Background: an optimization exercise with open tools, aiming at small area. Do not read the settings as production practice.
Only simulation tests tie the RTL to the original design; equivalence was not proved.
Power and IR drop assume default switching activity. No driver is modelled on the clock port, so clocking that relies on it looks cheaper here than on a real chip.

==> inputs of build 71 <==
==> flow/design.v (excerpt) <==
module axil_regfile_slave #(
  parameter int unsigned DATA_WIDTH = 32,
  parameter int unsigned ADDR_WIDTH = 32,
  parameter int unsigned NUM_REGS   = 32
) (
  input  logic                    ACLK,
  input  logic                    ARESETN,
  input  logic [ADDR_WIDTH-1:0]   AWADDR,
  input  logic                    AWVALID,
  output logic                    AWREADY,
  input  logic [DATA_WIDTH-1:0]   WDATA,
  input  logic [DATA_WIDTH/8-1:0] WSTRB,
  input  logic                    WVALID,
  output logic                    WREADY,
  output logic [1:0]              BRESP,
  output logic                    BVALID,
  input  logic                    BREADY,
  input  logic [ADDR_WIDTH-1:0]   ARADDR,
  input  logic                    ARVALID,
  output logic                    ARREADY,
  output logic [DATA_WIDTH-1:0]   RDATA,
  output logic [1:0]              RRESP,
  output logic                    RVALID,
  input  logic                    RREADY
);
  localparam int unsigned STRB_W = DATA_WIDTH / 8;
  localparam int unsigned LSB    = $clog2(STRB_W);
  ...
==> module axil_regfile_slave, before the edit <==
module axil_regfile_slave #(
  parameter int unsigned DATA_WIDTH = 32,
  parameter int unsigned ADDR_WIDTH = 32,
  parameter int unsigned NUM_REGS   = 32
) (
  input  logic                    ACLK,
  input  logic                    ARESETN,
  input  logic [ADDR_WIDTH-1:0]   AWADDR,
  input  logic                    AWVALID,
  output logic                    AWREADY,
  input  logic [DATA_WIDTH-1:0]   WDATA,
  input  logic [DATA_WIDTH/8-1:0] WSTRB,
  input  logic                    WVALID,
  output logic                    WREADY,
  output logic [1:0]              BRESP,
  output logic                    BVALID,
  input  logic                    BREADY,
  input  logic [ADDR_WIDTH-1:0]   ARADDR,
  input  logic                    ARVALID,
  output logic                    ARREADY,
  output logic [DATA_WIDTH-1:0]   RDATA,
  output logic [1:0]              RRESP,
  output logic                    RVALID,
  input  logic                    RREADY
);
  localparam int unsigned STRB_W = DATA_WIDTH / 8;
  localparam int unsigned LSB    = $clog2(STRB_W);
  localparam int unsigned IDX_W  = $clog2(NUM_REGS);
  localparam int unsigned HI     = LSB + IDX_W;
  localparam int unsigned RING_N = NUM_REGS / 2;
  localparam int unsigned PTR_W  = IDX_W - 1;
  logic [DATA_WIDTH-1:0] ring0_q [RING_N];
  logic [DATA_WIDTH-1:0] ring1_q [RING_N];
  logic [PTR_W-1:0]      ptr_q;
  logic                  sweep_q;
  logic                  bvalid_q, bslverr_q;
  logic                  rvalid_q, rslverr_q;
  logic [DATA_WIDTH-1:0] rdata_q;
  logic                  wr_ok, rd_ok, wr_at_head, rd_at_head, commit, ar_hs;
  logic [DATA_WIDTH-1:0] tail0, tail1;
  logic [STRB_W-1:0]     wen0, wen1, keep0, keep1;
  logic                  rd0, rd1;
  assign wr_ok      = (AWADDR >> HI) == '0;
  assign rd_ok      = (ARADDR >> HI) == '0;
  assign wr_at_head = AWADDR[LSB +: PTR_W] == ptr_q;
  assign rd_at_head = ARADDR[LSB +: PTR_W] == ptr_q;
  assign commit  = ARESETN && AWVALID && WVALID && !bvalid_q && (!wr_ok || wr_at_head);
  assign AWREADY = commit;
  assign WREADY  = commit;
  assign ARREADY = ARESETN && !rvalid_q && (!rd_ok || rd_at_head);
  assign ar_hs   = ARVALID && ARREADY;
  assign BVALID = bvalid_q;
  assign BRESP  = {bslverr_q, 1'b0};
  assign RVALID = rvalid_q;
  assign RRESP  = {rslverr_q, 1'b0};
  assign RDATA  = rdata_q;
  always_comb begin
    for (int b = 0; b < STRB_W; b++) begin
      wen0[b]  = commit && wr_ok && WSTRB[b] && !AWADDR[HI-1];
      wen1[b]  = commit && wr_ok && WSTRB[b] && AWADDR[HI-1];
      keep0[b] = !wen0[b] && !sweep_q;
      keep1[b] = !wen1[b] && !sweep_q;
      tail0[8*b +: 8] = (WDATA[8*b +: 8] & {8{wen0[b]}}) | (ring0_q[0][8*b +: 8] & {8{keep0[b]}});
      tail1[8*b +: 8] = (WDATA[8*b +: 8] & {8{wen1[b]}}) | (ring1_q[0][8*b +: 8] & {8{keep1[b]}});
    end
  end
  logic unused_lsbs;
  assign unused_lsbs = ^{AWADDR[LSB-1:0], ARADDR[LSB-1:0]};
  always_ff @(posedge ACLK) begin
    for (int i = 0; i < RING_N - 1; i++) begin
      ring0_q[i] <= ring0_q[i+1];
      ring1_q[i] <= ring1_q[i+1];
    end
    ring0_q[RING_N-1] <= tail0;
    ring1_q[RING_N-1] <= tail1;
  end
  always_ff @(posedge ACLK or negedge ARESETN) begin
    if (!ARESETN) begin
      ptr_q   <= '0;
      sweep_q <= 1'b1;
    end else begin
      ptr_q <= ptr_q + 1'b1;
      if (&ptr_q) sweep_q <= 1'b0;
    end
  end
  always_ff @(posedge ACLK or negedge ARESETN) begin
    if (!ARESETN) begin
      bvalid_q <= 1'b0;
      rvalid_q <= 1'b0;
    end else begin
      if (commit) bvalid_q <= 1'b1;
      else if (BREADY) bvalid_q <= 1'b0;
      if (ar_hs) rvalid_q <= 1'b1;
      else if (RREADY) rvalid_q <= 1'b0;
    end
  end
  assign rd0 = ar_hs && rd_ok && !sweep_q && !ARADDR[HI-1];
  assign rd1 = ar_hs && rd_ok && !sweep_q && ARADDR[HI-1];
  always_ff @(posedge ACLK) begin
    if (commit) bslverr_q <= !wr_ok;
    if (ar_hs) rslverr_q <= !rd_ok;
    rdata_q <= (ring0_q[0] & {DATA_WIDTH{rd0}}) | (ring1_q[0] & {DATA_WIDTH{rd1}})
             | (rdata_q & {DATA_WIDTH{!ar_hs}});
  end
endmodule
==> flow/config.mk <==
export PLATFORM = sky130hd
export DESIGN_NAME = axil_regfile_slave
export DESIGN_NICKNAME = axil_regfile_slave
export VERILOG_FILES = /design/flow/design.v
export SDC_FILE = /design/flow/constraint.sdc
export NUM_CORES = 4
export LEC_CHECK = 0
export CAP_MARGIN = 20
export CORE_MARGIN = 2
export CORE_UTILIZATION = 60
export SLEW_MARGIN = 20
==> flow/constraint.sdc <==
create_clock -name core_clock -period 10.0 [get_ports {ACLK}]
set_input_delay 2.0000 -clock core_clock [delete_from_list [all_inputs] [get_ports {ACLK}]]
set_output_delay 2.0000 -clock core_clock [all_outputs]
set_load 0.01 [all_outputs]
standard.sh (not shown) runs the stock make flow with config.mk's settings and CLKGATE_MAP_FILE= SYNTH_SCRIPT=/design/flow/synth_recipe.tcl, a recipe that flattens the netlist after the stock synthesis.
==> flow/flow/run.sh <==
#!/bin/bash
# Standard ORFS layout, with the smallest port buffers and a clock tree without dummy loads.
set -euo pipefail
export BUFFER_PORTS_ARGS="-buffer_cell sky130_fd_sc_hd__buf_1"
export CTS_ARGS="-sink_clustering_enable -repair_clock_nets -sink_clustering_size 10 -sink_clustering_max_diameter 40 -buf_list sky130_fd_sc_hd__clkbuf_4 -dont_use_dummy_load"
bash standard.sh finish > standard.log 2>&1
==> trial 32: changes against build 71 <==
--- a/flow/design.v
+++ b/flow/design.v
@@ -37,9 +37,9 @@
   logic                  rvalid_q, rslverr_q;
   logic [DATA_WIDTH-1:0] rdata_q;
   logic                  wr_ok, rd_ok, wr_at_head, rd_at_head, commit, ar_hs;
-  logic [DATA_WIDTH-1:0] tail0, tail1;
-  logic [STRB_W-1:0]     wen0, wen1, keep0, keep1;
-  logic                  rd0, rd1;
+  logic [DATA_WIDTH-1:0] head0, head1, tail0, tail1, rd_word;
+  assign head0 = sweep_q ? '0 : ring0_q[0];
+  assign head1 = sweep_q ? '0 : ring1_q[0];
   assign wr_ok      = (AWADDR >> HI) == '0;
   assign rd_ok      = (ARADDR >> HI) == '0;
   assign wr_at_head = AWADDR[LSB +: PTR_W] == ptr_q;
@@ -55,14 +55,15 @@
   assign RRESP  = {rslverr_q, 1'b0};
   assign RDATA  = rdata_q;
   always_comb begin
+    tail0 = head0;
+    tail1 = head1;
     for (int b = 0; b < STRB_W; b++) begin
-      wen0[b]  = commit && wr_ok && WSTRB[b] && !AWADDR[HI-1];
-      wen1[b]  = commit && wr_ok && WSTRB[b] && AWADDR[HI-1];
-      keep0[b] = !wen0[b] && !sweep_q;
-      keep1[b] = !wen1[b] && !sweep_q;
-      tail0[8*b +: 8] = (WDATA[8*b +: 8] & {8{wen0[b]}}) | (ring0_q[0][8*b +: 8] & {8{keep0[b]}});
-      tail1[8*b +: 8] = (WDATA[8*b +: 8] & {8{wen1[b]}}) | (ring1_q[0][8*b +: 8] & {8{keep1[b]}});
+      if (commit && wr_ok && WSTRB[b]) begin
+        if (AWADDR[HI-1]) tail1[8*b +: 8] = WDATA[8*b +: 8];
+        else              tail0[8*b +: 8] = WDATA[8*b +: 8];
+      end
     end
+    rd_word = ARADDR[HI-1] ? head1 : head0;
   end
   logic unused_lsbs;
   assign unused_lsbs = ^{AWADDR[LSB-1:0], ARADDR[LSB-1:0]};
@@ -94,12 +95,11 @@
       else if (RREADY) rvalid_q <= 1'b0;
     end
   end
-  assign rd0 = ar_hs && rd_ok && !sweep_q && !ARADDR[HI-1];
-  assign rd1 = ar_hs && rd_ok && !sweep_q && ARADDR[HI-1];
   always_ff @(posedge ACLK) begin
     if (commit) bslverr_q <= !wr_ok;
-    if (ar_hs) rslverr_q <= !rd_ok;
-    rdata_q <= (ring0_q[0] & {DATA_WIDTH{rd0}}) | (ring1_q[0] & {DATA_WIDTH{rd1}})
-             | (rdata_q & {DATA_WIDTH{!ar_hs}});
+    if (ar_hs) begin
+      rslverr_q <= !rd_ok;
+      rdata_q   <= rd_ok ? rd_word : '0;
+    end
   end
 endmodule
==> flow/run.sh (new file) <==
#!/bin/bash
# synth_recipe.tcl (not shown) runs the flow's synth.tcl, then flattens the netlist and writes it again
# the make line also repeats each setting of config.mk as NAME=value (left out here)
make -C /OpenROAD-flow-scripts/flow DESIGN_CONFIG=/design/flow/config.mk WORK_HOME=/design/flow/orfs CLKGATE_MAP_FILE= SYNTH_SCRIPT=/design/flow/synth_recipe.tcl finish
--- a/flow/config.mk
+++ b/flow/config.mk
@@ -7,5 +7,5 @@
 export LEC_CHECK = 0
 export CAP_MARGIN = 20
 export CORE_MARGIN = 2
-export CORE_UTILIZATION = 60
+export CORE_UTILIZATION = 40
 export SLEW_MARGIN = 20
removed: flow/flow/run.sh
removed: flow/standard.sh
==> trial 52: changes against build 71 <==
==> flow/design.v (replaced) <==
module axil_regfile_slave #(
  parameter int unsigned DATA_WIDTH = 32,
  parameter int unsigned ADDR_WIDTH = 32,
  parameter int unsigned NUM_REGS   = 32
) (
  input  logic                    ACLK,
  input  logic                    ARESETN,
  input  logic [ADDR_WIDTH-1:0]   AWADDR,
  input  logic                    AWVALID,
  output logic                    AWREADY,
  input  logic [DATA_WIDTH-1:0]   WDATA,
  input  logic [DATA_WIDTH/8-1:0] WSTRB,
  input  logic                    WVALID,
  output logic                    WREADY,
  output logic [1:0]              BRESP,
  output logic                    BVALID,
  input  logic                    BREADY,
  input  logic [ADDR_WIDTH-1:0]   ARADDR,
  input  logic                    ARVALID,
  output logic                    ARREADY,
  output logic [DATA_WIDTH-1:0]   RDATA,
  output logic [1:0]              RRESP,
  output logic                    RVALID,
  input  logic                    RREADY
);
  localparam int unsigned STRB_W = DATA_WIDTH / 8;
  localparam int unsigned LSB    = $clog2(STRB_W);
  localparam int unsigned IDX_W  = $clog2(NUM_REGS);
  localparam int unsigned HI     = LSB + IDX_W;
  localparam logic [1:0] RESP_OKAY   = 2'b00;
  localparam logic [1:0] RESP_SLVERR = 2'b10;
  logic [DATA_WIDTH-1:0] regs_q [NUM_REGS];
  logic                  aw_held_q, w_held_q;
  logic [ADDR_WIDTH-1:0] awaddr_q;
  logic [DATA_WIDTH-1:0] wdata_q;
  logic [STRB_W-1:0]     wstrb_q;
  logic                  bvalid_q, rvalid_q;
  logic [1:0]            bresp_q, rresp_q;
  logic [DATA_WIDTH-1:0] rdata_q;
  logic                  aw_hs, w_hs, ar_hs, commit;
  logic [ADDR_WIDTH-1:0] wr_addr;
  logic [DATA_WIDTH-1:0] wr_data;
  logic [STRB_W-1:0]     wr_strb;
  logic [IDX_W-1:0]      wr_idx, rd_idx;
  logic                  wr_ok, rd_ok;
  assign AWREADY = ARESETN && !aw_held_q && !bvalid_q;
  assign WREADY  = ARESETN && !w_held_q && !bvalid_q;
  assign ARREADY = ARESETN && !rvalid_q;
  assign BVALID  = bvalid_q;
  assign BRESP   = bresp_q;
  assign RVALID  = rvalid_q;
  assign RRESP   = rresp_q;
  assign RDATA   = rdata_q;
  always_comb begin
    aw_hs   = AWVALID && AWREADY;
    w_hs    = WVALID && WREADY;
    ar_hs   = ARVALID && ARREADY;
    commit  = (aw_held_q || aw_hs) && (w_held_q || w_hs);
    wr_addr = aw_held_q ? awaddr_q : AWADDR;
    wr_data = w_held_q ? wdata_q : WDATA;
    wr_strb = w_held_q ? wstrb_q : WSTRB;
    wr_idx  = wr_addr[LSB +: IDX_W];
    rd_idx  = ARADDR[LSB +: IDX_W];
    wr_ok   = (wr_addr >> HI) == '0;
    rd_ok   = (ARADDR >> HI) == '0;
  end
  logic unused_lsbs;
  assign unused_lsbs = ^{wr_addr[LSB-1:0], ARADDR[LSB-1:0]};
  always_ff @(posedge ACLK or negedge ARESETN) begin
    if (!ARESETN) begin
      aw_held_q <= 1'b0;
      w_held_q  <= 1'b0;
      awaddr_q  <= '0;
      wdata_q   <= '0;
      wstrb_q   <= '0;
      bvalid_q  <= 1'b0;
      bresp_q   <= RESP_OKAY;
    end else begin
      if (commit) begin
        aw_held_q <= 1'b0;
        w_held_q  <= 1'b0;
        bvalid_q  <= 1'b1;
        bresp_q   <= wr_ok ? RESP_OKAY : RESP_SLVERR;
      end else begin
        if (aw_hs) begin
          aw_held_q <= 1'b1;
          awaddr_q  <= AWADDR;
        end
        if (w_hs) begin
          w_held_q <= 1'b1;
          wdata_q  <= WDATA;
          wstrb_q  <= WSTRB;
        end
        if (bvalid_q && BREADY) bvalid_q <= 1'b0;
      end
    end
  end
  always_ff @(posedge ACLK or negedge ARESETN) begin
    if (!ARESETN) begin
      for (int i = 0; i < NUM_REGS; i++) regs_q[i] <= '0;
    end else if (commit && wr_ok) begin
      for (int b = 0; b < STRB_W; b++) begin
        if (wr_strb[b]) regs_q[wr_idx][8*b +: 8] <= wr_data[8*b +: 8];
      end
    end
  end
  always_ff @(posedge ACLK or negedge ARESETN) begin
    if (!ARESETN) begin
      rvalid_q <= 1'b0;
      rresp_q  <= RESP_OKAY;
      rdata_q  <= '0;
    end else if (ar_hs) begin
      rvalid_q <= 1'b1;
      rresp_q  <= rd_ok ? RESP_OKAY : RESP_SLVERR;
      rdata_q  <= rd_ok ? regs_q[rd_idx] : '0;
    end else if (rvalid_q && RREADY) begin
      rvalid_q <= 1'b0;
    end
  end
endmodule
==> flow/run.sh (new file) <==
#!/bin/bash
# synth_recipe.tcl (not shown) runs the flow's synth.tcl, then flattens the netlist and writes it again
# the make line also repeats each setting of config.mk as NAME=value (left out here)
make -C /OpenROAD-flow-scripts/flow DESIGN_CONFIG=/design/flow/config.mk WORK_HOME=/design/flow/orfs CLKGATE_MAP_FILE= SYNTH_SCRIPT=/design/flow/synth_recipe.tcl finish
--- a/flow/config.mk
+++ b/flow/config.mk
@@ -7,5 +7,5 @@
 export LEC_CHECK = 0
 export CAP_MARGIN = 20
 export CORE_MARGIN = 2
-export CORE_UTILIZATION = 60
+export CORE_UTILIZATION = 40
 export SLEW_MARGIN = 20
removed: flow/flow/run.sh
removed: flow/standard.sh
==> trial 72: changes against build 71 <==
==> flow/flow/run.sh (replaced) <==
#!/bin/bash
# Standard ORFS layout, with the smallest port buffers and a clock tree without dummy loads.
set -euo pipefail
export BUFFER_PORTS_ARGS="-buffer_cell sky130_fd_sc_hd__buf_1"
export CTS_ARGS="-sink_clustering_enable -repair_clock_nets -sink_clustering_size 36 -sink_clustering_max_diameter 80 -buf_list sky130_fd_sc_hd__clkbuf_16 -dont_use_dummy_load"
bash standard.sh finish > standard.log 2>&1
==> qor summary <==
metric                                                                               trial 72                    trial 32                   build 71                    trial 52
Hold path cells                                                                             0                           0                          0                           2
Die extent in y                                                                        203 µm                      248 µm                     203 µm                      368 µm
Share of the synthesized netlist area taken by xor and xnor gates                     0.00369                     0.00367                    0.00369                           0
Half-perimeter wire length after placement                                            18.0 mm                     18.9 mm                    18.0 mm                      115 mm
Most used routing layer                                                                  met1                        met2                       met2                        met2
Number of DRC markers after the initial detailed-route iteration                          371                         297                        254                        4103
Signal arrival time at the worst endpoint                                             3.67 ns                     4.40 ns                    3.70 ns                     4.02 ns
Area occupied by multi-input gates                                                   2230 µm²                    2060 µm²                   2230 µm²                   22500 µm²
Number of flip-flops and latches                                                         1065                        1065                       1065                        1128
Vias in the first global route                                                           8824                        9801                       9624                       38518
Startpoint of the lowest-slack hold path                                ring0_q[5][2]$_DFF_P_       ring1_q[9][9]$_DFF_P_     ring0_q[8][27]$_DFF_P_   regs_q[0][25]$_DFFE_PN0P_
FP Rows                                                                                    72                          89                         72                         133
Non-filler cells in the finished layout                                                  2029                        2418                       2115                        6821
Combinational power share                                                               0.007                       0.011                      0.007                       0.148
Number of clock sinks                                                                    1065                        1065                       1065                        1128
Global-route track usage on met3                                                       0.0262                      0.0314                     0.0488                      0.0549
Outcome                                                              timing/DRC/antenna clean    timing/DRC/antenna clean   timing/DRC/antenna clean    timing/DRC/antenna clean
Cell chosen for the clock root                                     sky130_fd_sc_hd__clkbuf_16  sky130_fd_sc_hd__clkbuf_16  sky130_fd_sc_hd__clkbuf_4  sky130_fd_sc_hd__clkbuf_16
Share of total power in the clock network                                               0.291                       0.445                      0.284                       0.417
Bufs w/o clock                                                                            145                         144                        145                         269
Worst setup endpoint                                                                   WREADY                      WREADY                     WREADY                     AWREADY
Syn-to-layout area delta                                                                8.43%                       22.7%                      8.45%                       12.6%

-- static timing again, ports no longer ideal --
The results above use ideal ports. As a check the final layouts listed here were re-extracted and re-timed, cells and wires unchanged.
Step 1: set_driving_cell puts a clkbuf_16 on ACLK and a buf_2 on each other input, an assumption about the parent block.
Step 2 adds t to the input delays and takes it off the output delays; t is the mean of the earliest and latest rising clock arrival at the registers after step 1. Input paths then give back, and output paths get back, about the clock's delay inside the block.
Slacks: no drivers / after step 1 / after step 2; pairs: no drivers / after step 1.
run | t (ns) | setup WS [ns] | worst setup path after step 2 | latest minus earliest clock arrival (ns) | cell pins on the clock port's net
build 71 | 0.845 | 4.299 / 4.279 / 4.279 | input to output | 0.090 / 0.090 | 1
trial 32 | 0.669 | 3.601 / 3.578 / 3.578 | input to output | 0.014 / 0.013 | 1
trial 52 | 0.807 | 3.976 / 3.924 / 3.582 | input to register | 0.039 / 0.039 | 1
trial 72 | 0.607 | 4.329 / 4.309 / 4.309 | input to output | 0.047 / 0.047 | 1
After both steps every run listed still meets setup and hold. The setup slack of trial 52, which loses most, moves by -0.052 ns with the drivers and by -0.394 ns with both steps.
